Source: an optimization exercise on an open RTL-to-GDS flow (aim: small area, a short achievable clock period and few clock cycles). Production flows keep margins and buffers that such runs may drop. RTL that was checked went through simulation tests only; none was proved equivalent to the original.

==> inputs of v6 <==
// minilab_top
module minilab_top (
  input  logic        CLOCK_50,
  input  logic        KEY,
  input  logic [9:0]  SW,
  output logic        LEDR,
  output logic [6:0]  HEX0,
  output logic [6:0]  HEX1,
  output logic [6:0]  HEX2,
  output logic [6:0]  HEX3,
  output logic [6:0]  HEX4,
  output logic [6:0]  HEX5,
  output logic        mem_read,
  output logic [31:0] mem_address,
  input  logic [63:0] mem_readdata,
  input  logic        mem_readdatavalid,
  input  logic        mem_waitrequest
);
==> module hex_seg, before the edit <==
module hex_seg (
  input  logic [3:0] nib,
  input  logic       show,
  output logic [6:0] seg
);
  logic [6:0] s;
  always_comb begin
    case (nib)
      4'h0:    s = 7'b1000000;
      4'h1:    s = 7'b1111001;
      4'h2:    s = 7'b0100100;
      4'h3:    s = 7'b0110000;
      4'h4:    s = 7'b0011001;
      4'h5:    s = 7'b0010010;
      4'h6:    s = 7'b0000010;
      4'h7:    s = 7'b1111000;
      4'h8:    s = 7'b0000000;
      4'h9:    s = 7'b0011000;
      4'ha:    s = 7'b0001000;
      4'hb:    s = 7'b0000011;
      4'hc:    s = 7'b1000110;
      4'hd:    s = 7'b0100001;
      4'he:    s = 7'b0000110;
      default: s = 7'b0001110;
    endcase
  end
  assign seg = show ? s : 7'b1111111;
endmodule
==> module minilab_top, before the edit <==
module minilab_top (
  input  logic        CLOCK_50,
  input  logic        KEY,
  input  logic [9:0]  SW,
  output logic        LEDR,
  output logic [6:0]  HEX0,
  output logic [6:0]  HEX1,
  output logic [6:0]  HEX2,
  output logic [6:0]  HEX3,
  output logic [6:0]  HEX4,
  output logic [6:0]  HEX5,
  output logic        mem_read,
  output logic [31:0] mem_address,
  input  logic [63:0] mem_readdata,
  input  logic        mem_readdatavalid,
  input  logic        mem_waitrequest
);
  localparam int RW = 19;
  logic [3:0]  rd_cnt;     
  logic [3:0]  rsp_cnt;    
  logic        row_vld;    
  logic [2:0]  row_idx;
  logic [63:0] b_q;
  logic        done;
  logic [RW-1:0] res [8];
  assign mem_read    = (rd_cnt != 4'd9);
  assign mem_address = {28'd0, rd_cnt};
  always_ff @(posedge CLOCK_50 or negedge KEY) begin
    if (!KEY) begin
      rd_cnt  <= '0;
      rsp_cnt <= '0;
      row_vld <= 1'b0;
      row_idx <= '0;
      done    <= 1'b0;
    end else begin
      if (mem_read && !mem_waitrequest) rd_cnt <= rd_cnt + 4'd1;
      if (mem_readdatavalid) rsp_cnt <= rsp_cnt + 4'd1;
      row_vld <= mem_readdatavalid && (rsp_cnt != 4'd0);
      row_idx <= 3'(rsp_cnt - 4'd1);
      if (row_vld && row_idx == 3'd7) done <= 1'b1;
    end
  end
  always_ff @(posedge CLOCK_50) begin
    if (mem_readdatavalid && rsp_cnt == 4'd0) b_q <= mem_readdata;
  end
  logic [RW-1:0] dot;
  dot8 u_dot (.clk(CLOCK_50), .a(mem_readdata), .b(b_q), .y(dot));
  always_ff @(posedge CLOCK_50) begin
    for (int i = 0; i < 8; i++)
      if (row_vld && row_idx == 3'(i)) res[i] <= dot;
  end
  assign LEDR = done;
  logic [RW-1:0] sel;
  logic          show;
  assign sel  = res[SW[3:1]];
  assign show = done && SW[0];
  hex_seg u_h0 (.nib(sel[3:0]),          .show(show), .seg(HEX0));
  hex_seg u_h1 (.nib(sel[7:4]),          .show(show), .seg(HEX1));
  hex_seg u_h2 (.nib(sel[11:8]),         .show(show), .seg(HEX2));
  hex_seg u_h3 (.nib(sel[15:12]),        .show(show), .seg(HEX3));
  hex_seg u_h4 (.nib({1'b0, sel[18:16]}), .show(show), .seg(HEX4));
  hex_seg u_h5 (.nib(4'h0),              .show(show), .seg(HEX5));
endmodule
make LEC_CHECK=0 CAP_MARGIN=20 CORE_MARGIN=2 CORE_UTILIZATION=40 SLEW_MARGIN=20 SYNTH_HIERARCHICAL=1 finish   # period 8.0 ns
run.sh (not shown) runs the stock make flow with config.mk's settings and CLKGATE_MAP_FILE= SYNTH_SCRIPT=/design/flow/synth_recipe.tcl, a recipe that flattens the netlist after the stock synthesis.
==> v19 (differences from v6) <==
--- a/flow/design.v
+++ b/flow/design.v
@@ -1620,33 +1620,41 @@
   assign co = (a & b) | (a & c) | (b & c);
 endmodule
 `timescale 1ns/1ps
+module seg_bit #(
+  parameter logic [15:0] TT = 16'h0
+) (
+  input  logic [3:0] nib,
+  input  logic       show,
+  output logic       o
+);
+  assign o = show ? TT[nib] : 1'b1;
+endmodule
 module hex_seg (
   input  logic [3:0] nib,
   input  logic       show,
   output logic [6:0] seg
 );
-  logic [6:0] s;
-  always_comb begin
-    case (nib)
-      4'h0:    s = 7'b1000000;
-      4'h1:    s = 7'b1111001;
-      4'h2:    s = 7'b0100100;
-      4'h3:    s = 7'b0110000;
-      4'h4:    s = 7'b0011001;
-      4'h5:    s = 7'b0010010;
-      4'h6:    s = 7'b0000010;
-      4'h7:    s = 7'b1111000;
-      4'h8:    s = 7'b0000000;
-      4'h9:    s = 7'b0011000;
-      4'ha:    s = 7'b0001000;
-      4'hb:    s = 7'b0000011;
-      4'hc:    s = 7'b1000110;
-      4'hd:    s = 7'b0100001;
-      4'he:    s = 7'b0000110;
-      default: s = 7'b0001110;
-    endcase
-  end
-  assign seg = show ? s : 7'b1111111;
+  seg_bit #(.TT(16'h2812)) u_s0 (.nib(nib), .show(show), .o(seg[0]));
+  seg_bit #(.TT(16'hd860)) u_s1 (.nib(nib), .show(show), .o(seg[1]));
+  seg_bit #(.TT(16'hd004)) u_s2 (.nib(nib), .show(show), .o(seg[2]));
+  seg_bit #(.TT(16'h8692)) u_s3 (.nib(nib), .show(show), .o(seg[3]));
+  seg_bit #(.TT(16'h02ba)) u_s4 (.nib(nib), .show(show), .o(seg[4]));
+  seg_bit #(.TT(16'h208e)) u_s5 (.nib(nib), .show(show), .o(seg[5]));
+  seg_bit #(.TT(16'h1083)) u_s6 (.nib(nib), .show(show), .o(seg[6]));
+endmodule
+module row_dec (
+  input  logic [2:0] row,
+  output logic [7:0] oh
+);
+  always_comb
+    for (int r = 0; r < 8; r++) oh[r] = (row == 3'(r));
+endmodule
+module sel_bit (
+  input  logic [7:0] oh,
+  input  logic [7:0] col,
+  output logic       o
+);
+  assign o = |(oh & col);
 endmodule
 `timescale 1ns/1ps
 module minilab_top (
@@ -1670,10 +1678,9 @@
   logic [3:0]  rd_cnt;     
   logic [3:0]  rsp_cnt;    
   logic        row_vld;    
-  logic [2:0]  row_idx;
-  logic [63:0] b_q;
+  logic [63:0] b_q;        
   logic        done;
-  logic [RW-1:0] res [8];
+  logic [RW-1:0] res [7];
   assign mem_read    = (rd_cnt != 4'd9);
   assign mem_address = {28'd0, rd_cnt};
   always_ff @(posedge CLOCK_50 or negedge KEY) begin
@@ -1681,34 +1688,41 @@
       rd_cnt  <= '0;
       rsp_cnt <= '0;
       row_vld <= 1'b0;
-      row_idx <= '0;
-      done    <= 1'b0;
     end else begin
       if (mem_read && !mem_waitrequest) rd_cnt <= rd_cnt + 4'd1;
       if (mem_readdatavalid) rsp_cnt <= rsp_cnt + 4'd1;
       row_vld <= mem_readdatavalid && (rsp_cnt != 4'd0);
-      row_idx <= 3'(rsp_cnt - 4'd1);
-      if (row_vld && row_idx == 3'd7) done <= 1'b1;
     end
   end
+  assign done = (rsp_cnt == 4'd9) && !row_vld;
+  logic [RW-1:0] dot;
+  dot8 u_dot (.clk(CLOCK_50), .a(mem_readdata), .b(b_q), .y(dot));
   always_ff @(posedge CLOCK_50) begin
     if (mem_readdatavalid && rsp_cnt == 4'd0) b_q <= mem_readdata;
+    else if (row_vld && rsp_cnt == 4'd9) b_q[RW-1:0] <= dot;
   end
-  logic [RW-1:0] dot;
-  dot8 u_dot (.clk(CLOCK_50), .a(mem_readdata), .b(b_q), .y(dot));
   always_ff @(posedge CLOCK_50) begin
-    for (int i = 0; i < 8; i++)
-      if (row_vld && row_idx == 3'(i)) res[i] <= dot;
+    for (int i = 0; i < 7; i++)
+      if (row_vld && rsp_cnt == 4'(i + 2)) res[i] <= dot;
   end
   assign LEDR = done;
+  logic [7:0]    oh;
   logic [RW-1:0] sel;
   logic          show;
-  assign sel  = res[SW[3:1]];
+  row_dec u_dec (.row(SW[3:1]), .oh(oh));
+  for (genvar b = 0; b < RW; b++) begin : g_sel
+    logic [7:0] col;
+    always_comb begin
+      for (int r = 0; r < 7; r++) col[r] = res[r][b];
+      col[7] = b_q[b];
+    end
+    sel_bit u_sel (.oh(oh), .col(col), .o(sel[b]));
+  end
   assign show = done && SW[0];
-  hex_seg u_h0 (.nib(sel[3:0]),          .show(show), .seg(HEX0));
-  hex_seg u_h1 (.nib(sel[7:4]),          .show(show), .seg(HEX1));
-  hex_seg u_h2 (.nib(sel[11:8]),         .show(show), .seg(HEX2));
-  hex_seg u_h3 (.nib(sel[15:12]),        .show(show), .seg(HEX3));
+  hex_seg u_h0 (.nib(sel[3:0]),           .show(show), .seg(HEX0));
+  hex_seg u_h1 (.nib(sel[7:4]),           .show(show), .seg(HEX1));
+  hex_seg u_h2 (.nib(sel[11:8]),          .show(show), .seg(HEX2));
+  hex_seg u_h3 (.nib(sel[15:12]),         .show(show), .seg(HEX3));
   hex_seg u_h4 (.nib({1'b0, sel[18:16]}), .show(show), .seg(HEX4));
-  hex_seg u_h5 (.nib(4'h0),              .show(show), .seg(HEX5));
+  assign HEX5 = show ? 7'b1000000 : 7'b1111111;
 endmodule
- ABC_CLOCK_PERIOD_IN_PS: unset -> 4700
- SETUP_SLACK_MARGIN: unset -> 3.3
==> v12 (differences from v6) <==
--- a/flow/design.v
+++ b/flow/design.v
@@ -1670,10 +1670,9 @@
   logic [3:0]  rd_cnt;     
   logic [3:0]  rsp_cnt;    
   logic        row_vld;    
-  logic [2:0]  row_idx;
-  logic [63:0] b_q;
+  logic [63:0] b_q;        
   logic        done;
-  logic [RW-1:0] res [8];
+  logic [RW-1:0] res [7];
   assign mem_read    = (rd_cnt != 4'd9);
   assign mem_address = {28'd0, rd_cnt};
   always_ff @(posedge CLOCK_50 or negedge KEY) begin
@@ -1681,34 +1680,38 @@
       rd_cnt  <= '0;
       rsp_cnt <= '0;
       row_vld <= 1'b0;
-      row_idx <= '0;
-      done    <= 1'b0;
     end else begin
       if (mem_read && !mem_waitrequest) rd_cnt <= rd_cnt + 4'd1;
       if (mem_readdatavalid) rsp_cnt <= rsp_cnt + 4'd1;
       row_vld <= mem_readdatavalid && (rsp_cnt != 4'd0);
-      row_idx <= 3'(rsp_cnt - 4'd1);
-      if (row_vld && row_idx == 3'd7) done <= 1'b1;
     end
   end
+  assign done = (rsp_cnt == 4'd9) && !row_vld;
+  logic [RW-1:0] dot;
+  dot8 u_dot (.clk(CLOCK_50), .a(mem_readdata), .b(b_q), .y(dot));
   always_ff @(posedge CLOCK_50) begin
     if (mem_readdatavalid && rsp_cnt == 4'd0) b_q <= mem_readdata;
+    else if (row_vld && rsp_cnt == 4'd9) b_q[RW-1:0] <= dot;
   end
-  logic [RW-1:0] dot;
-  dot8 u_dot (.clk(CLOCK_50), .a(mem_readdata), .b(b_q), .y(dot));
   always_ff @(posedge CLOCK_50) begin
-    for (int i = 0; i < 8; i++)
-      if (row_vld && row_idx == 3'(i)) res[i] <= dot;
+    for (int i = 0; i < 7; i++)
+      if (row_vld && rsp_cnt == 4'(i + 2)) res[i] <= dot;
   end
   assign LEDR = done;
+  logic [7:0]    oh;
   logic [RW-1:0] sel;
   logic          show;
-  assign sel  = res[SW[3:1]];
+  always_comb begin
+    for (int r = 0; r < 8; r++) oh[r] = (SW[3:1] == 3'(r));
+    sel = '0;
+    for (int r = 0; r < 7; r++) sel = sel | (res[r] & {RW{oh[r]}});
+    sel = sel | (b_q[RW-1:0] & {RW{oh[7]}});
+  end
   assign show = done && SW[0];
-  hex_seg u_h0 (.nib(sel[3:0]),          .show(show), .seg(HEX0));
-  hex_seg u_h1 (.nib(sel[7:4]),          .show(show), .seg(HEX1));
-  hex_seg u_h2 (.nib(sel[11:8]),         .show(show), .seg(HEX2));
-  hex_seg u_h3 (.nib(sel[15:12]),        .show(show), .seg(HEX3));
+  hex_seg u_h0 (.nib(sel[3:0]),           .show(show), .seg(HEX0));
+  hex_seg u_h1 (.nib(sel[7:4]),           .show(show), .seg(HEX1));
+  hex_seg u_h2 (.nib(sel[11:8]),          .show(show), .seg(HEX2));
+  hex_seg u_h3 (.nib(sel[15:12]),         .show(show), .seg(HEX3));
   hex_seg u_h4 (.nib({1'b0, sel[18:16]}), .show(show), .seg(HEX4));
-  hex_seg u_h5 (.nib(4'h0),              .show(show), .seg(HEX5));
+  assign HEX5 = show ? 7'b1000000 : 7'b1111111;
 endmodule
- ABC_CLOCK_PERIOD_IN_PS: unset -> 4700
- CORE_UTILIZATION: 40 -> 70
- SETUP_SLACK_MARGIN: unset -> 3.3
==> notes.md <==
First-iteration DRC count: v19 is lower than v12 (about 10%). Against v12, the clock skew of v6 is lower by 0.013 ns. Against v19, the maximum frequency of v12 is smaller by 2.6%. The lowest clock-buffer cell count belongs to v12, the highest to v6. The highest routed wire length belongs to v19, the lowest to v6. Against v12, the via count of v19 is smaller by 0.22%. v19 ran to the end with no violations. v12 passed the timing, DRC and antenna checks. v6 passed the timing, DRC and antenna checks. Global-route usage: v6 is lower than v12 (18 points).
==> figures <==
Outcome: v6 finished clean; v12 finished clean; v19 finished clean
Clock buffers created by TritonCTS: v6 34; v12 29; v19 31
Count of flip-flops with a built-in enable after synthesis: v6 216; v12 197; v19 197
Effective utilization at floorplan: v6 0.404; v12 0.706; v19 0.403
Clock latency on the worst-skew pair: v6 0.55 ns; v12 0.57 ns; v19 0.63 ns
Via count: v6 14,722; v12 15,528; v19 15,494
Number of standard cells after synthesis: v6 1,928; v12 1,807; v19 1,879
Layout cell share with drive strength beyond 1: v6 0.0601; v12 0.249; v19 0.227
R2R setup slack: v6 2.08 ns; v12 3.07 ns; v19 3.06 ns
Cell area after layout: v6 0.0269 mm2; v12 0.0271 mm2; v19 0.0279 mm2
Number of distinct library cell variants in the gate-level netlist after synthesis: v6 55; v12 55; v19 58
FF/Latch Area: v6 0.00813 mm2; v12 0.00746 mm2; v19 0.00746 mm2
Number of buffers and inverters on the critical path: v6 3; v12 4; v19 4
Comb_multi_in: v6 1,464; v12 1,351; v19 1,435
Slowest cell on the critical path: v6 sky130_fd_sc_hd__or3_1; v12 sky130_fd_sc_hd__mux4_2; v19 sky130_fd_sc_hd__ha_4
Share of the synthesized netlist area taken by xor and xnor gates: v6 0.00794; v12 0.00744; v19 0.00908
Count of inserted tapcells: v6 782; v12 448; v19 765
Largest net degree at the start of global routing: v6 65; v12 46; v19 65
Max Clk Rate: v6 0.150 GHz; v12 0.190 GHz; v19 0.195 GHz
Pre-CTS worst setup slack: v6 1.33 ns; v12 1.87 ns; v19 1.19 ns
Testbench counts of v6, summed over its fixed seeds: cycles 2,661.
Testbench counts of v12, summed over its fixed seeds: cycles 2,661.
For v19, only the layout was checked, not whether the RTL still works.

-- static timing again, ports no longer ideal --
How much do the figures lean on ideal ports? The routed layouts below were timed once more, with nothing changed but the port constraints. Step 1: set_driving_cell puts a clkbuf_16 on CLOCK_50 and a buf_2 on each other input, an assumption about the parent block. Step 2 times the ports against the registers' clock, not the clock port: input delays grow and output delays shrink by t, the midpoint of the rising clock arrivals with the driver on. Slacks: ideal / step 1 / step 2; pairs: ideal / step 1.
run	t (ns)	setup slack, ns	worst data-port slew with drivers (ns)
v6	0.603	1.331 / 1.293 / 1.293	0.05
v19	0.653	2.859 / 2.729 / 2.654	0.15
v12	0.607	2.724 / 2.609 / 2.609	0.11
After both steps setup and hold are still met in every run listed. For v19, which loses most, drivers alone change the setup slack by -0.130 ns; drivers and shift together by -0.205 ns.
